Source: an optimization exercise on an open RTL-to-GDS flow (aim: a short achievable clock period and few clock cycles per item). Production flows keep margins and buffers that such runs may drop.
Function was checked by simulation only, so behaviour that the tests miss may differ from the original.
Power and IR drop assume default switching activity.

===== flow/run.sh =====
#!/bin/bash
# synth_recipe.tcl (not shown) runs the flow's synth.tcl, then flattens the netlist and writes it again
# the make line also repeats each setting of config.mk as NAME=value (left out here)
make -C /OpenROAD-flow-scripts/flow DESIGN_CONFIG=/design/flow/config.mk WORK_HOME=/design/flow/orfs CLKGATE_MAP_FILE= SYNTH_SCRIPT=/design/flow/synth_recipe.tcl finish

===== flow/config.mk =====
export PLATFORM = sky130hd
export DESIGN_NAME = rv_core_top
export DESIGN_NICKNAME = rv_core_top
export VERILOG_FILES = /design/flow/design.v
export SDC_FILE = /design/flow/constraint.sdc
export NUM_CORES = 4
export LEC_CHECK = 0
export CAP_MARGIN = 20
export CORE_MARGIN = 2
export CORE_UTILIZATION = 45
export PLACE_DENSITY = 0.6
export SLEW_MARGIN = 20

===== flow/constraint.sdc =====
create_clock -name core_clock -period 8.0 [get_ports {clk}]
set_input_delay 1.6000 -clock core_clock [delete_from_list [all_inputs] [get_ports {clk}]]
set_output_delay 1.6000 -clock core_clock [all_outputs]
set_load 0.01 [all_outputs]

===== flow/design.v =====
package rv_core_pkg;
	localparam int XLEN       = 32;
	localparam int REG_ADDR_W = 5;
	localparam logic [XLEN-1:0] RESET_PC = 32'h0000_0000;
	localparam logic [6:0] OPC_RTYPE  = 7'b0110011;
	localparam logic [6:0] OPC_ITYPE  = 7'b0010011;
	localparam logic [6:0] OPC_LUI    = 7'b0110111;
	localparam logic [6:0] OPC_LOAD   = 7'b0000011;
	localparam logic [6:0] OPC_STORE  = 7'b0100011;
	localparam logic [6:0] OPC_BRANCH = 7'b1100011;
	localparam logic [6:0] OPC_JAL    = 7'b1101111;
	localparam logic [6:0] OPC_JALR   = 7'b1100111;
	localparam int ALU_OP_W = 3;
	localparam logic [ALU_OP_W-1:0] ALU_ADD = 3'd0;
	localparam logic [ALU_OP_W-1:0] ALU_SUB = 3'd1;
	localparam logic [ALU_OP_W-1:0] ALU_AND = 3'd2;
	localparam logic [ALU_OP_W-1:0] ALU_OR  = 3'd3;
	localparam logic [ALU_OP_W-1:0] ALU_SLT = 3'd4;
	localparam logic [1:0] SRC_A_OLD_PC = 2'd0;
	localparam logic [1:0] SRC_A_RS1    = 2'd1;
	localparam logic [1:0] SRC_A_PC     = 2'd2;
	localparam logic [1:0] SRC_B_RS2  = 2'd0;
	localparam logic [1:0] SRC_B_FOUR = 2'd1;
	localparam logic [1:0] SRC_B_IMM  = 2'd2;
	localparam logic [1:0] WB_RESULT = 2'd0;
	localparam logic [1:0] WB_PC     = 2'd1;
	localparam logic [1:0] WB_MEM    = 2'd2;
	localparam logic [1:0] WB_IMM    = 2'd3;
	localparam int STG_W = 3;
	localparam logic [STG_W-1:0] STG_FETCH     = 3'd0;
	localparam logic [STG_W-1:0] STG_DECODE    = 3'd1;
	localparam logic [STG_W-1:0] STG_EXECUTE   = 3'd2;
	localparam logic [STG_W-1:0] STG_MEM       = 3'd3;
	localparam logic [STG_W-1:0] STG_WRITEBACK = 3'd4;
	typedef union packed {
		struct packed {
			logic [6:0] funct7;
			logic [4:0] rs2;
			logic [4:0] rs1;
			logic [2:0] funct3;
			logic [4:0] rd;
			logic [6:0] opcode;
		} r;
		struct packed {
			logic [11:0] imm;
			logic [4:0]  rs1;
			logic [2:0]  funct3;
			logic [4:0]  rd;
			logic [6:0]  opcode;
		} i;
		struct packed {
			logic [6:0] imm_hi;
			logic [4:0] rs2;
			logic [4:0] rs1;
			logic [2:0] funct3;
			logic [4:0] imm_lo;
			logic [6:0] opcode;
		} s;
		struct packed {
			logic [19:0] imm;
			logic [4:0]  rd;
			logic [6:0]  opcode;
		} u;
	} instr_u;
endpackage
`timescale 1ns/1ps
module alu (
	input  logic [rv_core_pkg::XLEN-1:0]     i_a,
	input  logic [rv_core_pkg::XLEN-1:0]     i_b,
	input  logic [rv_core_pkg::ALU_OP_W-1:0] i_op,
	output logic [rv_core_pkg::XLEN-1:0]     o_result,
	output logic                             o_zero
);
	always_comb begin
		case (i_op)
			rv_core_pkg::ALU_ADD: o_result = i_a + i_b;
			rv_core_pkg::ALU_SUB: o_result = i_a - i_b;
			rv_core_pkg::ALU_AND: o_result = i_a & i_b;
			rv_core_pkg::ALU_OR:  o_result = i_a | i_b;
			rv_core_pkg::ALU_SLT: begin
				o_result = '0;
				o_result[0] = ($signed(i_a) < $signed(i_b));
			end
			default: o_result = '0;
		endcase
	end
	assign o_zero = (o_result == '0);  
endmodule
`timescale 1ns/1ps
module imm_gen (
	input  rv_core_pkg::instr_u          i_instr,
	output logic [rv_core_pkg::XLEN-1:0] o_imm
);
	always_comb begin
		case (i_instr.r.opcode)
			rv_core_pkg::OPC_LOAD,
			rv_core_pkg::OPC_ITYPE,
			rv_core_pkg::OPC_JALR:
				o_imm = {{20{i_instr.i.imm[11]}}, i_instr.i.imm};
			rv_core_pkg::OPC_STORE:
				o_imm = {{20{i_instr.s.imm_hi[6]}}, i_instr.s.imm_hi, i_instr.s.imm_lo};
			rv_core_pkg::OPC_BRANCH:
				o_imm = {{20{i_instr.s.imm_hi[6]}}, i_instr.s.imm_lo[0],
					i_instr.s.imm_hi[5:0], i_instr.s.imm_lo[4:1], 1'b0};
			rv_core_pkg::OPC_JAL:
				o_imm = {{12{i_instr.u.imm[19]}}, i_instr.u.imm[7:0], i_instr.u.imm[8],
					i_instr.u.imm[18:9], 1'b0};
			rv_core_pkg::OPC_LUI:
				o_imm = {i_instr.u.imm, 12'b0};
			default:
				o_imm = '0;
		endcase
	end
endmodule
`timescale 1ns/1ps
module regfile (
	input  logic                               clk,
	input  logic                               i_we,
	input  logic [rv_core_pkg::REG_ADDR_W-1:0] i_rs1,
	input  logic [rv_core_pkg::REG_ADDR_W-1:0] i_rs2,
	input  logic [rv_core_pkg::REG_ADDR_W-1:0] i_rd,
	input  logic [rv_core_pkg::XLEN-1:0]       i_wd,
	output logic [rv_core_pkg::XLEN-1:0]       o_rd1,
	output logic [rv_core_pkg::XLEN-1:0]       o_rd2
);
	logic [rv_core_pkg::XLEN-1:0] regs [2**rv_core_pkg::REG_ADDR_W];
	assign o_rd1 = (i_rs1 == '0) ? '0 : regs[i_rs1];
	assign o_rd2 = (i_rs2 == '0) ? '0 : regs[i_rs2];
	always_ff @(posedge clk) begin
		if (i_we && i_rd != '0)
			regs[i_rd] <= i_wd;
	end
endmodule
`timescale 1ns/1ps
module control_fsm (
	input  logic                             clk,
	input  logic                             i_rst_n,
	input  rv_core_pkg::instr_u              i_instr,
	input  logic                             i_wb_ack,
	output logic                             o_wb_cyc,
	output logic                             o_wb_stb,
	output logic                             o_wb_we,
	output logic                             o_ir_we,
	output logic                             o_mdr_we,
	output logic                             o_pc_write,
	output logic                             o_branch,
	output logic [rv_core_pkg::ALU_OP_W-1:0] o_alu_op,
	output logic [1:0]                       o_src_a,
	output logic [1:0]                       o_src_b,
	output logic                             o_reg_we,
	output logic [1:0]                       o_wb_sel,
	output logic                             o_addr_result
);
	logic [rv_core_pkg::STG_W-1:0]    stage_q;
	logic                             stb_q;
	logic                             we_q;
	logic [rv_core_pkg::ALU_OP_W-1:0] r_op;
	logic [6:0]                       opcode;
	logic                             bus_done;
	assign opcode   = i_instr.r.opcode;
	assign bus_done = stb_q & i_wb_ack;
	assign o_wb_cyc = stb_q;  
	assign o_wb_stb = stb_q;
	assign o_wb_we  = we_q;
	always_comb begin
		case (i_instr.r.funct3)
			3'b000:  r_op = i_instr.r.funct7[5] ? rv_core_pkg::ALU_SUB : rv_core_pkg::ALU_ADD;
			3'b010:  r_op = rv_core_pkg::ALU_SLT;
			3'b110:  r_op = rv_core_pkg::ALU_OR;
			3'b111:  r_op = rv_core_pkg::ALU_AND;
			default: r_op = rv_core_pkg::ALU_ADD;
		endcase
	end
	always_ff @(posedge clk) begin
		if (!i_rst_n) begin
			stage_q <= rv_core_pkg::STG_FETCH;
			stb_q   <= 1'b0;
			we_q    <= 1'b0;
		end else begin
			case (stage_q)
				rv_core_pkg::STG_FETCH: begin
					if (!stb_q)
						stb_q <= 1'b1;  
					else if (i_wb_ack) begin
						stb_q   <= 1'b0;
						stage_q <= rv_core_pkg::STG_DECODE;
					end
				end
				rv_core_pkg::STG_DECODE: stage_q <= rv_core_pkg::STG_EXECUTE;
				rv_core_pkg::STG_EXECUTE: begin
					case (opcode)
						rv_core_pkg::OPC_RTYPE,
						rv_core_pkg::OPC_ITYPE: stage_q <= rv_core_pkg::STG_WRITEBACK;
						rv_core_pkg::OPC_LOAD,
						rv_core_pkg::OPC_STORE: begin
							stage_q <= rv_core_pkg::STG_MEM;
							stb_q   <= 1'b1;
							we_q    <= (opcode == rv_core_pkg::OPC_STORE);
						end
						default: begin  
							stage_q <= rv_core_pkg::STG_FETCH;
							stb_q   <= 1'b1;
						end
					endcase
				end
				rv_core_pkg::STG_MEM: begin
					if (i_wb_ack) begin
						stb_q   <= 1'b0;
						we_q    <= 1'b0;
						stage_q <= (opcode == rv_core_pkg::OPC_LOAD) ?
							rv_core_pkg::STG_WRITEBACK : rv_core_pkg::STG_FETCH;
					end
				end
				rv_core_pkg::STG_WRITEBACK: begin
					stage_q <= rv_core_pkg::STG_FETCH;
					stb_q   <= 1'b1;
				end
				default: stage_q <= rv_core_pkg::STG_FETCH;
			endcase
		end
	end
	always_comb begin
		o_ir_we       = 1'b0;
		o_mdr_we      = 1'b0;
		o_pc_write    = 1'b0;
		o_branch      = 1'b0;
		o_alu_op      = rv_core_pkg::ALU_ADD;
		o_src_a       = rv_core_pkg::SRC_A_PC;  
		o_src_b       = rv_core_pkg::SRC_B_FOUR;
		o_reg_we      = 1'b0;
		o_wb_sel      = rv_core_pkg::WB_RESULT;
		o_addr_result = 1'b0;
		case (stage_q)
			rv_core_pkg::STG_FETCH: begin
				o_ir_we    = bus_done;
				o_pc_write = bus_done;
			end
			rv_core_pkg::STG_DECODE: begin
				o_src_a = rv_core_pkg::SRC_A_OLD_PC;
				o_src_b = rv_core_pkg::SRC_B_IMM;
			end
			rv_core_pkg::STG_EXECUTE: begin
				case (opcode)
					rv_core_pkg::OPC_RTYPE: begin
						o_src_a  = rv_core_pkg::SRC_A_RS1;
						o_src_b  = rv_core_pkg::SRC_B_RS2;
						o_alu_op = r_op;
					end
					rv_core_pkg::OPC_ITYPE,
					rv_core_pkg::OPC_LOAD,
					rv_core_pkg::OPC_STORE: begin
						o_src_a = rv_core_pkg::SRC_A_RS1;
						o_src_b = rv_core_pkg::SRC_B_IMM;
					end
					rv_core_pkg::OPC_LUI: begin
						o_reg_we = 1'b1;
						o_wb_sel = rv_core_pkg::WB_IMM;
					end
					rv_core_pkg::OPC_BRANCH: begin
						o_src_a  = rv_core_pkg::SRC_A_RS1;
						o_src_b  = rv_core_pkg::SRC_B_RS2;
						o_alu_op = rv_core_pkg::ALU_SUB;
						o_branch = 1'b1;  
					end
					rv_core_pkg::OPC_JAL: begin
						o_branch   = 1'b1;
						o_pc_write = 1'b1;
						o_reg_we   = 1'b1;
						o_wb_sel   = rv_core_pkg::WB_PC;
					end
					rv_core_pkg::OPC_JALR: begin
						o_src_a    = rv_core_pkg::SRC_A_RS1;
						o_src_b    = rv_core_pkg::SRC_B_IMM;
						o_pc_write = 1'b1;
						o_reg_we   = 1'b1;
						o_wb_sel   = rv_core_pkg::WB_PC;
					end
					default: ;
				endcase
			end
			rv_core_pkg::STG_MEM: begin
				o_src_a       = rv_core_pkg::SRC_A_RS1;
				o_src_b       = rv_core_pkg::SRC_B_IMM;
				o_addr_result = 1'b1;
				o_mdr_we      = bus_done & (opcode == rv_core_pkg::OPC_LOAD);
			end
			rv_core_pkg::STG_WRITEBACK: begin
				o_reg_we = 1'b1;
				o_wb_sel = (opcode == rv_core_pkg::OPC_LOAD) ?
					rv_core_pkg::WB_MEM : rv_core_pkg::WB_RESULT;
			end
			default: ;
		endcase
	end
endmodule
`timescale 1ns/1ps
module datapath (
	input  logic                             clk,
	input  logic                             i_rst_n,
	input  logic                             i_ir_we,
	input  logic                             i_mdr_we,
	input  logic                             i_pc_write,
	input  logic                             i_branch,
	input  logic [rv_core_pkg::ALU_OP_W-1:0] i_alu_op,
	input  logic [1:0]                       i_src_a,
	input  logic [1:0]                       i_src_b,
	input  logic                             i_reg_we,
	input  logic [1:0]                       i_wb_sel,
	input  logic                             i_addr_result,
	input  logic [rv_core_pkg::XLEN-1:0]     i_wb_dat,
	output rv_core_pkg::instr_u              o_instr,
	output logic [rv_core_pkg::XLEN-1:0]     o_wb_adr,
	output logic [rv_core_pkg::XLEN-1:0]     o_wb_dat
);
	rv_core_pkg::instr_u instr_q;
	logic [rv_core_pkg::XLEN-1:0] pc_q;
	logic [rv_core_pkg::XLEN-1:0] old_pc_q;
	logic [rv_core_pkg::XLEN-1:0] a_q;
	logic [rv_core_pkg::XLEN-1:0] b_q;
	logic [rv_core_pkg::XLEN-1:0] result_q;
	logic [rv_core_pkg::XLEN-1:0] mdr_q;
	logic [rv_core_pkg::XLEN-1:0] rd1;
	logic [rv_core_pkg::XLEN-1:0] rd2;
	logic [rv_core_pkg::XLEN-1:0] imm;
	logic [rv_core_pkg::XLEN-1:0] alu_a;
	logic [rv_core_pkg::XLEN-1:0] alu_b;
	logic [rv_core_pkg::XLEN-1:0] alu_result;
	logic [rv_core_pkg::XLEN-1:0] wb_data;
	logic [rv_core_pkg::XLEN-1:0] pc_next;
	logic                         alu_zero;
	logic                         pc_en;
	assign o_instr  = instr_q;
	assign o_wb_adr = i_addr_result ? result_q : pc_q;
	assign o_wb_dat = b_q;  
	assign pc_en   = i_pc_write | (i_branch & alu_zero);
	assign pc_next = i_branch ? result_q : alu_result;
	always_ff @(posedge clk) begin
		if (!i_rst_n)
			pc_q <= rv_core_pkg::RESET_PC;
		else if (pc_en)
			pc_q <= pc_next;
	end
	always_ff @(posedge clk) begin
		if (i_ir_we) begin
			instr_q  <= i_wb_dat;
			old_pc_q <= pc_q;  
		end
		if (i_mdr_we)
			mdr_q <= i_wb_dat;
		a_q      <= rd1;
		b_q      <= rd2;
		result_q <= alu_result;
	end
	always_comb begin
		case (i_src_a)
			rv_core_pkg::SRC_A_OLD_PC: alu_a = old_pc_q;
			rv_core_pkg::SRC_A_RS1:    alu_a = a_q;
			rv_core_pkg::SRC_A_PC:     alu_a = pc_q;
			default:                   alu_a = '0;
		endcase
		case (i_src_b)
			rv_core_pkg::SRC_B_RS2:  alu_b = b_q;
			rv_core_pkg::SRC_B_FOUR: alu_b = 32'd4;
			rv_core_pkg::SRC_B_IMM:  alu_b = imm;
			default:                 alu_b = '0;
		endcase
		case (i_wb_sel)
			rv_core_pkg::WB_RESULT: wb_data = result_q;
			rv_core_pkg::WB_PC:     wb_data = pc_q;  
			rv_core_pkg::WB_MEM:    wb_data = mdr_q;
			default:                wb_data = imm;
		endcase
	end
	regfile u_rf (
		.clk   (clk),
		.i_we  (i_reg_we),
		.i_rs1 (instr_q.r.rs1),
		.i_rs2 (instr_q.r.rs2),
		.i_rd  (instr_q.r.rd),
		.i_wd  (wb_data),
		.o_rd1 (rd1),
		.o_rd2 (rd2)
	);
	alu u_alu (
		.i_a      (alu_a),
		.i_b      (alu_b),
		.i_op     (i_alu_op),
		.o_result (alu_result),
		.o_zero   (alu_zero)
	);
	imm_gen u_imm (
		.i_instr (instr_q),
		.o_imm   (imm)
	);
endmodule
`timescale 1ns/1ps
module rv_core_top (
	input  logic                         clk,
	input  logic                         i_rst_n,
	output logic                         o_wb_cyc,
	output logic                         o_wb_stb,
	output logic                         o_wb_we,
	output logic [rv_core_pkg::XLEN-1:0] o_wb_adr,
	output logic [rv_core_pkg::XLEN-1:0] o_wb_dat,
	input  logic [rv_core_pkg::XLEN-1:0] i_wb_dat,
	input  logic                         i_wb_ack
);
	rv_core_pkg::instr_u instr;
	logic                             ir_we;
	logic                             mdr_we;
	logic                             pc_write;
	logic                             branch;
	logic [rv_core_pkg::ALU_OP_W-1:0] alu_op;
	logic [1:0]                       src_a;
	logic [1:0]                       src_b;
	logic                             reg_we;
	logic [1:0]                       wb_sel;
	logic                             addr_result;
	control_fsm u_ctrl (
		.clk           (clk),
		.i_rst_n       (i_rst_n),
		.i_instr       (instr),
		.i_wb_ack      (i_wb_ack),
		.o_wb_cyc      (o_wb_cyc),
		.o_wb_stb      (o_wb_stb),
		.o_wb_we       (o_wb_we),
		.o_ir_we       (ir_we),
		.o_mdr_we      (mdr_we),
		.o_pc_write    (pc_write),
		.o_branch      (branch),
		.o_alu_op      (alu_op),
		.o_src_a       (src_a),
		.o_src_b       (src_b),
		.o_reg_we      (reg_we),
		.o_wb_sel      (wb_sel),
		.o_addr_result (addr_result)
	);
	datapath u_dp (
		.clk           (clk),
		.i_rst_n       (i_rst_n),
		.i_ir_we       (ir_we),
		.i_mdr_we      (mdr_we),
		.i_pc_write    (pc_write),
		.i_branch      (branch),
		.i_alu_op      (alu_op),
		.i_src_a       (src_a),
		.i_src_b       (src_b),
		.i_reg_we      (reg_we),
		.i_wb_sel      (wb_sel),
		.i_addr_result (addr_result),
		.i_wb_dat      (i_wb_dat),
		.o_instr       (instr),
		.o_wb_adr      (o_wb_adr),
		.o_wb_dat      (o_wb_dat)
	);
endmodule

==> results.txt <==
IO Count=102; Die Footprint=0.139 mm2; Int Pwr=0.0112 W; post-route ant nets=0; first-pass GRT wire length=280,000 um; WL per Instance=35.5 um; Place WS=0.766 ns; hold_buf cts=0; Max Slew Vio Count=0; Worst path max stage delay=~0.75 ns; GRT Residual Overflow=0; sw frac=23.1%; antenna violations before repair=4; Final Skew=0.0327 ns; row cnt=135; P&R area growth vs syn=12.7%; PD cells=210 mW/mm2; Residual DRC=0; top sig layer=met5; Longest Clk Path Bufs=3; Slew @ Worst Pin=1.16 ns; Hold Path Stages=2; path depth of the worst reg2reg path=22; Critical path buffers and inverters=3; Gate power share=8.1%; post-synthesis sequential area ratio=between 50% and 60%; DPL Wire Length=120,000 um; clk sink count=1,253; Critical R2R Capture=u_dp.pc_q[11]; Synth async-reset ratio=0%; reg-to-reg startpoint=u_dp.instr_q[4]; switching power=0.00336 W; CTS Buf Count=134; Overall Power=0.0145 W; Initial DRT Pass Iterations=7; Die Wd=373 um; Setup-failing EPs final=0; vias per inst=6.71; crit path launch type=register; Post-Syn Instances=3,579; setup TNS=0 ns; P_leak=approximately 24 nW; setup ws final=about 0.55 ns; VDD IR-drop max=0.159 mV; number of gates resized after cts=0; Hold Startpoint=u_dp.pc_q[22]; RePlAce Congestion=between 0.9 and 1; critical path peak fanout=18; Crit-path slowest cell=a221oi_1; Synth warnings=5; CP Data Required Time=roughly 8.6 ns; Slew headroom=a little over a fifth; Post-synth EDFFs=1,120; Critical Path AT=8.08 ns; gr usage total=28.4%; vias in the first global route=about 37k; metal2 WL=95,200 um; Layout Nets=3,825; post-route clock period utilization=a little over 90%; Max-cap violations=0; count of final hold-check violations=0; final wirelength=198,000 um; Setup Buffers After CTS=0; CP cell instances=nor2b_1 > a21oi_1 > nor3_1 > a21oi_4 > a222oi_1 > inv_1 > ha_1 > fa_1 > nor2b_1 > o311ai_0 > a21oi_1 > a21boi_0 > xnor2_1 > a221oi_1 > nand4_1 > nor4_1 > buf_4 > nand4_1 > nor4_2 > nor2_4 > buf_4 > mux2i_1; DR iter-0 viols=5,483; Crit path max-delay family=compound AO/OA/AOI/OAI gates; clock latency on the worst-skew pair=0.77 ns; Worst Hold Endpoint=u_dp.pc_q[22]; Die Span Y=373 um; Clk pwr share=41.4%; Setup crit end kind=register; commonest non-fill, non-tap cell in the layout=edfxtp_1; prevailing post-synth register cell=edfxtp_1; Post-Syn Area per Cell=~17 um2; Ant. Diodes=0; hold slack=between 0.5 and 0.6 ns; status=no timing/DRC/antenna violations; share of cells above drive strength 1=27.8%; commonest cells after routing, fill and taps aside=edfxtp_1 (1,120), mux4_2 (640), nor2_1 (162); RSZ-0062 raised after global routing=false; Core ar.=about 0.14 mm2; synthesized area=0.0613 mm2; wl on met1=78,600 um; H-tree levels=4; R2R setup slack=0.55 ns; via count=37.4k; Tmin final=7.45 ns; Starting Density=45.3%; largest net degree at the start of global routing=135; CTS tree=done; clock root buffer=clkbuf_16; register clock-pin slew on the reported worst setup and hold paths=~0.06 ns; met3 WL post-DR=16,600 um; synthesized flop and latch total=about 1.3k; worst hold path class=register to register; fmax=around 130 MHz; final core utilization=51.0%; port bufs=101; power share of the sequential group=50.5%; critical path type=register to register; Synth cell types=82
## sequential cells by signal, summed over array words and instances (netlist names)
| signal | flops |
|---|---|
| u_dp.old_pc_q | 32 |
| u_dp.instr_q | 32 |
| u_dp.a_q | 32 |
| u_ctrl.stage_q | 3 |
| u_dp.mdr_q | 32 |
| u_ctrl.stb_q | 1 |
| u_dp.u_rf.regs | 1024 |
| u_ctrl.we_q | 1 |
| u_dp.result_q | 32 |
| u_dp.pc_q | 32 |
| u_dp.b_q | 32 |
## routing by layer
metal / GRT usage, % / vias up
li1: - / 15100
met1: 39.3 / 19800
met4: 10.0 / 2
met5: 0 / -
met3: 4.48 / 347
met2: 45.8 / 2045
## synth_stat cells, types with 5 or more instances
cell	n	area [um2]
o21bai_1	11	82.6
o221a_2	8	90.1
a31oi_1	7	43.8
and3_1	5	31.3
a211o_1	5	43.8
mux4_2	640	14400
a22o_1	5	43.8
mux2i_1	100	1000
o31ai_1	6	45.0
nand3b_1	5	37.5
or3_1	9	56.3
nand2_1	138	518
and2_1	8	50.1
or2_2	7	43.8
nand3_1	22	110
a211oi_1	26	195
a221o_1	8	80.1
mux2_2	38	428
nand2b_1	33	206
or4_1	8	60.1
a311o_1	5	50.1
nor2_1	198	743
o21a_1	8	60.1
a21oi_1	107	536
nor4_1	16	100
edfxtp_1	1120	33600
inv_1	130	488
nor2b_1	16	100
clkbuf_1	191	717
o21ai_0	71	355
o31a_1	12	105
o22ai_1	9	56.3
xnor2_1	9	78.8
a222oi_1	63	631
o221ai_1	8	70.1
a221oi_1	14	123
ha_1	99	1240
o211ai_1	45	338
buf_1	59	221
buf_2	5	25.0
nor3_1	25	125
a22oi_1	30	225
a21o_1	34	255
nand4_1	13	81.3
dfxtp_1	133	2660
## final cells by class
type / instances / area, um2
Multi-Input combinational cell: 1968 / 24000
Clock buffer: 177 / 3750
Tap cell: 1781 / 2230
Clock inverter: 57 / 467
Fill cell: 11000 / 66200
Timing Repair Buffer: 202 / 1840
Sequential cell: 1253 / 36300
Inverter: 130 / 488
## per-stage QoR
stage	cell area, um2	instances
floorplan	61400	3610
global placement	64800	5333
detailed placement	64800	5334
CTS	69000	5568
global route	69100	5568
finish	69100	5568
## how the worst max path moves through the flow
| stage | cells after the start | slack [ns] | from | endpoint |
|---|---|---|---|---|
| finish | 22 | 0.55 | u_dp.instr_q[4] | u_dp.pc_q[11] |
| global route | 21 | 0.24 | u_dp.instr_q[4] | u_dp.pc_q[11] |
| CTS | 22 | 0.73 | u_dp.instr_q[4] | u_dp.pc_q[11] |
| detailed placement | 21 | 0.77 | u_dp.instr_q[4] | u_dp.pc_q[11] |
| global placement | 23 | 0.81 | u_dp.instr_q[5] | u_dp.pc_q[11] |
| floorplan | 6 | 1.77 | i_wb_ack | u_dp.pc_q[5] |
## worst min-delay path: cells and delay by family (launching register included)
kind             cells  cell delay, ns
muxes                1            0.06
and+or+nand+nor      1            0.07
DFF                  1            0.34
## logic make-up (layout without fill, tap and decap cells)
family	after synthesis	count (layout)	synth area share (%)
DFF	1253	1253	59.2
muxes	778	778	25.9
AOI/OAI and AO/OA	526	526	6.24
and+or+nand+nor	521	521	3.97
buffers and inverters	389	566	2.44
adders and majority gates	101	101	2.09
xor gates and xnor gates	10	10	0.143
other	1	32	0.00612
## power groups by stage
stage                     sequential (W)  clock [W]  combinational (W)
after floorplan                  0.00739          0           0.000771
after global placement           0.00747          0            0.00117
after detailed placement         0.00746          0            0.00117
after CTS                        0.00733    0.00612            0.00117
after global routing             0.00733    0.00635            0.00125
final                            0.00734    0.00602            0.00118
Testbench counts, summed over its fixed seeds: cycles 73,984, instrs 15,860.

## afterwards: timing with drivers on the ports
The flow's constraints put no driver on any port. The routed layout listed below was extracted and timed again, unchanged, in two steps. Step 1: set_driving_cell puts a clkbuf_16 on clk and a buf_2 on each other input, an assumption about the parent block. Step 2 also shifts input and output timing later by t, the mid clock arrival at the registers, as if the neighbouring blocks saw the same clock. Slacks: ideal / step 1 / step 2; pairs: ideal / step 1.
t, ns: 0.833
setup WS [ns]: 0.554 / 0.554 / 0.554
worst setup path at the end: register to register
latest minus earliest clock arrival (ns): 0.033 / 0.033
slew at the worst register clock pin (ns): 0.07 / 0.07
After both steps setup and hold are still met in this run. The setup slack of this run moves by 0.000 ns with the drivers and by 0.000 ns with both steps.
